This design comes from an exercise in tuning for small area, a short achievable clock period and few clock cycles per item on the open sky130 flow, not from production work.
No functional check of the RTL was part of any run shown here.

## flow/design.v (module list and top-level ports; edited modules follow where they fit)
// module barrett_reduce_pipe: 720 lines
// module csa_fa: 10 lines
module barrett_reduce_pipe (
    input  logic        clk,
    input  logic        rst,
    input  logic        in_valid,
    input  logic [63:0] in_data,
    output logic        in_ready,
    output logic        out_valid,
    output logic [31:0] out_data,
    input  logic        out_ready,
    output logic        out_err
);
  // ...
==> flow/run.sh <==
#!/bin/bash
# synth_recipe.tcl (not shown) runs the flow's synth.tcl, then flattens the netlist and writes it again
# the make line also repeats each setting of config.mk as NAME=value (left out here)
make -C /OpenROAD-flow-scripts/flow DESIGN_CONFIG=/design/flow/config.mk WORK_HOME=/design/flow/orfs CLKGATE_MAP_FILE= SYNTH_SCRIPT=/design/flow/synth_recipe.tcl finish
==> flow/config.mk <==
export PLATFORM = sky130hd
export DESIGN_NAME = barrett_reduce_pipe
export DESIGN_NICKNAME = barrett_reduce_pipe
export VERILOG_FILES = /design/flow/design.v
export SDC_FILE = /design/flow/constraint.sdc
export NUM_CORES = 4
export LEC_CHECK = 0
export CAP_MARGIN = 20
export CORE_MARGIN = 2
export CORE_UTILIZATION = 40
export SETUP_SLACK_MARGIN = 2.5
export SLEW_MARGIN = 20
export SYNTH_HIERARCHICAL = 1
export SYNTH_MINIMUM_KEEP_SIZE = 0
==> flow/constraint.sdc <==
create_clock -name core_clock -period 9.0 [get_ports {clk}]
set_input_delay 1.8000 -clock core_clock [delete_from_list [all_inputs] [get_ports {clk}]]
set_output_delay 1.8000 -clock core_clock [all_outputs]
set_load 0.01 [all_outputs]
==> flow_summary.toml, run 1 <==
[final_layout]
nets = 1605
signal_buffers = 115
area_growth_pct = 14.4
multi_input_area_share_pct = 63.9
nFillCells = 2934
multi_input_comb_area_sq_um = 9610
n_sequential_cell = 104

[worst_hold_path]
min_path_cells = 0

[logic_synthesis]
yosysMostFrequentCell = "fa_1"
synth_xor_area_share_pct = 2.79
yosys.area_share.simple_pct = 9.24
synth_compound_area_share_pct = 9.38
synth_area_leader_cell = "fa_1"

[sta]
worst_clock_skew_ps = 19.5
setup_ws_ps = 2680
fin_tns_setup_ps = 0
clock.fmax_mhz = 158
whs_ps = 441

[placement]
io_buffers = 100
placed_cells = 1598

[run_status]
status = "timing/DRC/antenna clean"

[die]
die_w_um = 185
io-pin-count = 103
nWellTaps = 442

[detailed_routing]
wl_met3_um = 1890
num_vias = 8598
drc = 0

[critical_path]
critical_path.cell_chain = "dlygate4sd2_1 > fa_1 > fa_1 > fa_1 > fa_1 > fa_1 > fa_2 > fa_2 > inv_1 > ha_1 > mux4_2"
cp.depth = 11
reg2regPathDepth = 19
critPathTopFamily = "adder cells"
crit_type = "in -> reg"
worstSetupStartpointType = "input pin"
end_kind = "flip-flop"

[clocking]
numCtsBuffers = 9
cts_buffer_depth = 2
==> inputs of run 2 (changes only) <==
==> flow/flow/run.sh (new file) <==
#!/bin/bash
set -e
export BUFFER_PORTS_ARGS="-buffer_cell sky130_fd_sc_hd__buf_2"
bash standard.sh > standard.log 2>&1
==> flow/standard.sh (new file) <==
#!/bin/bash
# synth_recipe.tcl (not shown) runs the flow's synth.tcl, then flattens the netlist and writes it again
# the make line also repeats each setting of config.mk as NAME=value (left out here)
make -C /OpenROAD-flow-scripts/flow DESIGN_CONFIG=/design/flow/config.mk WORK_HOME=/design/flow/orfs CLKGATE_MAP_FILE= SYNTH_SCRIPT=/design/flow/synth_recipe.tcl "${@:-finish}"
removed: flow/run.sh
==> run 2 against run 1 <==
Net effect: register-to-register slack worse by 70 ps; worst hold slack worse by 10 ps; sequential share of layout area is 0.83 points higher; die area stayed put; first-iteration DRC count is 4.6% higher; via count is 2.9% lower; critical path type unchanged; largest cell class unchanged.
==> flow_summary.toml, run 2 <==
[die]
die-area_sq_um = 34300
start_util_pct = 40.5
rows = 66
core_area_sq_um = 32500
io-pin-count = 103
die_h_um = 185
die_w_um = 185

[sta]
setup_ws_ps = 2810
final.period_utilization_pct = 68.8
slew_headroom_pct = 36.5
rsz0062_at_grt = "true"
worst_clock_skew_ps = 21.3
setup_viol = 0
fin_tns_setup_ps = 0
min_period_ps = 6190
worstMarginPinSlew_ps = 953
hold_violations = 0
clock.fmax_mhz = 162
finalMaxSlewViolations = 0

[detailed_routing]
drtPass1Iterations = 5
num_vias = 8346
drt-total-wl_um = 31800
dr.first_iter.drc_count = 710
vias_per_cell = 5.17
wire_per_inst_um = 19.7
drc = 0
drtAntennaViolNets = 0

[global_route]
antenna_found_initial = 0
grt_max_degree = 71
grt_pass1_vias = 8760
grt_pass1_wl_um = 50400
grt.total_usage_pct = 19.7
grt-ovfl-total = 0

[placement]
dp_slack_ps = 2340
io_buffers = 100
place_area_sq_um = 14100
gp_congestion = 0.969
dp_hpwl_um = 26700

[clocking]
cts_tree = "done"
cts.sinks = 104
cts-htree-levels = 3
clk_latency_ps = 380
numCtsBuffers = 9
cts.clk_slew.worst_paths_ps = 80
cts_buffer_depth = 2
hold_buffers = 0
cts_root_buf = "clkbuf_16"

[final_layout]
drive_gt1_share_pct = 12.3
n_antenna_cell = 0
reg_top3 = "q_r x31, q_s1 x31, q_c1 x26"
most-common-layout-cells = "fa_1, edfxtp_1, buf_2"
final_common_cell = "fa_1"
nets = 1597
fin_area_sq_um = 14400
nFillCells = 3018
area_growth_pct = 10.0
fin_util_pct = 44.5

[worst_hold_path]
holdPathEnd = "q_err2"
min_path_cells = 0
min_path_type = "reg -> reg"
hp-start = "q_err1"

[logic_synthesis]
synth.top_cells.by_count = "fa_1, edfxtp_1, ha_1"
synth_edf_count = 102
ys_types = 63
yosys.area.top_type_share_pct = 40.9
syn_area_sq_um = 13100
yosysSeqAreaShare_pct = 23.7
synth_cells = 1080
yosys_warnings = 7
netlist_top_cells_area = "fa_1, edfxtp_1, ha_1"
synth_area_leader_cell = "fa_1"
synth_flop_cell = "edfxtp_1"
async_flop_share_pct = 1.92
ys_ff_latch = 104
avgSynthCellArea_sq_um = 12.2
yosysMostFrequentCell = "fa_1"

[critical_path]
worstSetupStartpointType = "input pin"
worstReg2RegEnd = "q_r[23]"
r2r_setup_slack_ps = 2810
critPathLaunch = "in_data[23]"
crit_type = "in -> reg"
cp.required_ps = 9110
end_kind = "flip-flop"
worstPathArrival_ps = 6300
reg2regPathDepth = 18
critPathMaxFanout = 11
r2r-start = "q_s17[0]"

[run_status]
status = "timing/DRC/antenna clean"

[flow_run]
max_cap_viol_count = 0
==> run 2: cell counts after synthesis <==
No cell type changed its count.
==> run 2: how the worst max path moves through the flow <==
stage / slack (ps) / cells after the start / to
2_1_floorplan: 2980 / 9 / q_ta[1]
3_3_place_gp: 2410 / 18 / q_tc[0]
3_5_place_dp: 2340 / 18 / q_tc[0]
4_1_cts: 2680 / 21 / q_r[23]
5_1_grt: 2440 / 22 / q_r[23]
6_report: 2810 / 10 / q_ta[1]
==> run 2: modules after synthesis (local to each module, per instance) <==
| module | times used | area, sq um | flip-flops and latches |
|---|---|---|---|
| barrett_reduce_pipe | 1 | 8170 | 104 |
| csa_fa | 248 | 20.0 | 0 |
==> run 2: cells by family (layout without fill, tap and decap cells) <==
group,Yosys count,in the layout,share of synthesized area [%]
fa+ha+maj,361,361,49.7
simple gates,242,242,9.24
compound gates,193,193,9.38
buf+inv,121,208,3.57
flops,104,104,23.7
xor+xnor,41,41,2.79
mux,17,17,1.56
other cells,1,7,0.0286
==> run 2: area by class of cell <==
class	count	area (sq um)	area share [%]
well taps	442	553	3.83
clock buffers	9	225	1.56
inverters	85	319	2.21
repair buffers	107	553	3.83
clock inverters	7	96.3	0.667
multi-input cells	861	9590	66.4
flip-flops and latches	104	3110	21.5
==> run 2: through the flow <==
stage	hold WS (ps)	std cells
after floorplan	400	1086
after global placement	413	1597
after detailed placement	415	1597
after CTS	433	1613
after global routing	443	1615
final	431	1615
==> run 2: what timing repair did <==
item / 4_1_cts / 5_1_grt
pin swaps: 0 / 0
cloned: 0 / 0
setup endpoints to repair: 1 / 3
gates resized for setup: 1 / 2
buffers inserted: 0 / 2
==> run 2: worst max-delay path: stages <==
cell,delay [ps]
buf_2,370
fa_1,500
fa_1,410
fa_1,480
fa_1,430
fa_1,470
fa_1,470
fa_1,630
ha_1,280
mux4_2,470
==> run 2: routing by layer <==
layer	wire length [um]	vias up	track usage [%]
li1	-	3867	-
met1	14700	4158	28.5
met2	14700	295	31.6
met3	1970	26	2.97
met4	420	0	4.35
met5	0	-	0

afterwards: timing with drivers on the ports:
The results above use ideal ports. As a check the final layouts listed here were re-extracted and re-timed, cells and wires unchanged.
Step 1, drivers: a clkbuf_16 drives clk and a buf_2 each remaining input, both assumed.
Step 2, shift: input delay + t, output delay - t, t = (earliest + latest rising clock arrival at the registers) / 2. This alone moves slack from input paths to output paths.
a / b / c = ideal ports / drivers / drivers and shift; a / b = the first two.
run	t (ns)	setup slack, ns	worst setup path at the end	worst register clock-pin slew, ns	worst data-port slew with drivers (ns)
run 1	0.407	2.684 / 2.709 / 2.302	input to register	0.09 / 0.09	0.04
run 2	0.412	2.810 / 2.811 / 2.420	input to register	0.10 / 0.10	0.05
After both steps every run listed still meets setup and hold. The setup slack of run 2, which loses most, moves by +0.001 ns with the drivers and by -0.390 ns with both steps.
